From an optimization exercise on the open Yosys and OpenROAD flow, aimed at a short achievable clock period and few clock cycles per item; shortcuts taken in it are not production practice. In this exercise RTL edits were held to simulation tests only and were not proved equivalent to the original. No activity file was given, so power comes from the tool's default toggle rates.

==> flow/design.v (excerpt) <==
module lc4_cpu (
   input  logic        gwe,
   input  logic        i_rst_n,
   output logic [15:0] o_imem_addr,
   input  logic [15:0] i_imem_insn,
   output logic [15:0] o_dmem_addr,
   input  logic [15:0] i_dmem_rdata,
   output logic        o_dmem_we,
   output logic [15:0] o_dmem_wdata,
   output logic [15:0] o_wb_pc,
   output logic [15:0] o_wb_insn,
   output logic [1:0]  o_wb_bubble,
   output logic        o_wb_rf_we,
   output logic [2:0]  o_wb_rd,
   output logic [15:0] o_wb_rf_data,
   output logic        o_wb_nzp_we,
   output logic [2:0]  o_wb_nzp
);
Size: about 4800 cells after synthesis, ~140 I/O pins, ~0.031 mm2 of cells after synthesis.
==> flow/config.mk <==
export PLATFORM = sky130hd
export DESIGN_NAME = lc4_cpu
export DESIGN_NICKNAME = lc4_cpu
export VERILOG_FILES = /design/flow/design.v
export SDC_FILE = /design/flow/constraint.sdc
export NUM_CORES = 4
export LEC_CHECK = 0
export ABC_AREA = 1
export CAP_MARGIN = 20
export CORE_MARGIN = 2
export CORE_UTILIZATION = 40
export SETUP_SLACK_MARGIN = 3.0
export SLEW_MARGIN = 20
export SYNTH_HIERARCHICAL = 1
==> flow/constraint.sdc <==
create_clock -name core_clock -period 5.0 [get_ports {gwe}]
set_input_delay 1.0000 -clock core_clock [delete_from_list [all_inputs] [get_ports {gwe}]]
set_output_delay 1.0000 -clock core_clock [all_outputs]
set_load 0.01 [all_outputs]
run.sh (not shown) runs the stock make flow with config.mk's settings and CLKGATE_MAP_FILE= SYNTH_SCRIPT=/design/flow/synth_recipe.tcl, a recipe that flattens the netlist after the stock synthesis.
The baseline completed without violations.
Testbench counts at the start, summed over its fixed seeds: cycles 52,398, instructions 51,200.
==> next run, changes <==
--- a/flow/design.v
+++ b/flow/design.v
@@ -214,48 +214,44 @@
          pc_r     <= 16'h0000;
          nzp_q    <= 3'b010;
          x_valid  <= 1'b0;
          x_la     <= 1'b0;
          x_lb     <= 1'b0;
          x_lc     <= 1'b0;
          x_lbr    <= 1'b0;
          m_valid  <= 1'b0;
          m_wsel   <= 8'h00;
          m_lu     <= 1'b0;
          m_store  <= 1'b0;
-         m_addr   <= 16'h0000;
-         m_wdata  <= 16'h0000;
          w_bx     <= 2'b00;
          w_we     <= 1'b0;
          for (int i = 0; i < 8; i++) begin
             rf[i] <= 16'h0000;
          end
       end else begin
          pc_r  <= pc_next_r;
          x_valid <= hold || !mispred;
          if (hold) begin
             x_la  <= 1'b0;
             x_lb  <= 1'b0;
             x_lc  <= 1'b0;
             x_lbr <= 1'b0;
          end else begin
             x_la    <= f_fa && x_is_load;
             x_lb    <= f_fb && x_is_load;
             x_lc    <= f_fc && x_is_load;
             x_lbr   <= f_br && x_valid && x_is_load;
          end
          m_valid <= x_valid && !hold;
          m_lu    <= hold;
          m_store <= x_valid && !hold && x_is_store;
-         m_addr  <= (x_valid && (x_is_load || x_is_store)) ? sum : 16'h0000;
-         m_wdata <= (x_valid && !hold && x_is_store) ? op_c : 16'h0000;
          for (int i = 0; i < 8; i++) begin
             m_wsel[i] <= x_valid && !hold && x_we && (x_rd == i[2:0]);
          end
          for (int i = 0; i < 8; i++) begin
             if (m_wsel[i]) begin
                rf[i] <= m_val;
             end
          end
          if (m_wr) begin
             nzp_q    <= m_nzp;
          end
@@ -281,22 +277,26 @@
          b_alt = f_b_reg ? rt_v : f_imm;
          c_alt = rc_v;
       end
       a_res = !hold && !f_const && f_fa;
       b_res = !hold && f_b_reg && f_fb;
       c_res = !hold && f_fc;
    end
    lc4_fwd_mux i_fwd_a (.i_sum(sum), .i_and(andv), .i_is_and(x_is_and), .i_res(a_res), .i_alt(a_alt), .o_v(a_next));
    lc4_fwd_mux i_fwd_b (.i_sum(sum), .i_and(andv), .i_is_and(x_is_and), .i_res(b_res), .i_alt(b_alt), .o_v(b_next));
    lc4_fwd_mux i_fwd_c (.i_sum(sum), .i_and(andv), .i_is_and(x_is_and), .i_res(c_res), .i_alt(c_alt), .o_v(c_next));
    always_ff @(posedge gwe) begin
+      m_addr  <= (x_valid && (x_is_load || x_is_store)) ? sum : 16'h0000;
+      m_wdata <= (x_valid && !hold && x_is_store) ? op_c : 16'h0000;
+   end
+   always_ff @(posedge gwe) begin
       x_we       <= hold ? d_we  : f_we;
       x_rd       <= hold ? x_insn[11:9] : f_rc;
       x_mask     <= hold ? x_insn[11:9] : insn[11:9];
       x_is_and   <= hold ? d_and : f_and;
       x_is_load  <= hold ? d_ldr : f_ldr;
       x_is_store <= hold ? d_str : f_str;
       x_is_br    <= hold ? d_br  : f_br;
    end
    always_ff @(posedge gwe) begin
       if (!hold) begin
       x_pc       <= pc_q;
What happened: The new run passed the timing, DRC and antenna checks. Synthesized cell count grows by 0.77%. Setup slack degrades by 70 ps. Clock power went up by about 2%. Via count shrinks by 0.30%. Clock skew went down by 14 ps. Die area stays flat. Utilization rose by 0.39 points.
Testbench counts after the change, summed over its fixed seeds: cycles 52,398, instructions 51,200.

[separate check: timing with driven ports]
How much do the figures lean on ideal ports? The routed layouts below were timed once more, with nothing changed but the port constraints.
Step 1 assumes that a clkbuf_16 drives the clock port and a buf_2 every other input.
Step 2 moves the port delays by t, midway between the first and last clock arrival at a register: inputs arrive t later, outputs are due t later. That takes back most of the time a late clock gives input paths.
Slacks: no drivers / after step 1 / after step 2; pairs: no drivers / after step 1.
run	t, ns	setup WS [ns]	hold slack, ns	latest minus earliest clock arrival (ns)	worst slew at a driven data input, ns
the first run	0.717	2.776 / 2.707 / 2.143	0.325 / 0.325 / 0.325	0.050 / 0.050	0.11
the second run	0.715	2.706 / 2.715 / 2.020	0.321 / 0.321 / 0.321	0.033 / 0.034	0.29
After both steps every run listed still meets setup and hold. For the second run, which loses most, drivers alone change the setup slack by +0.009 ns; drivers and shift together by -0.686 ns.
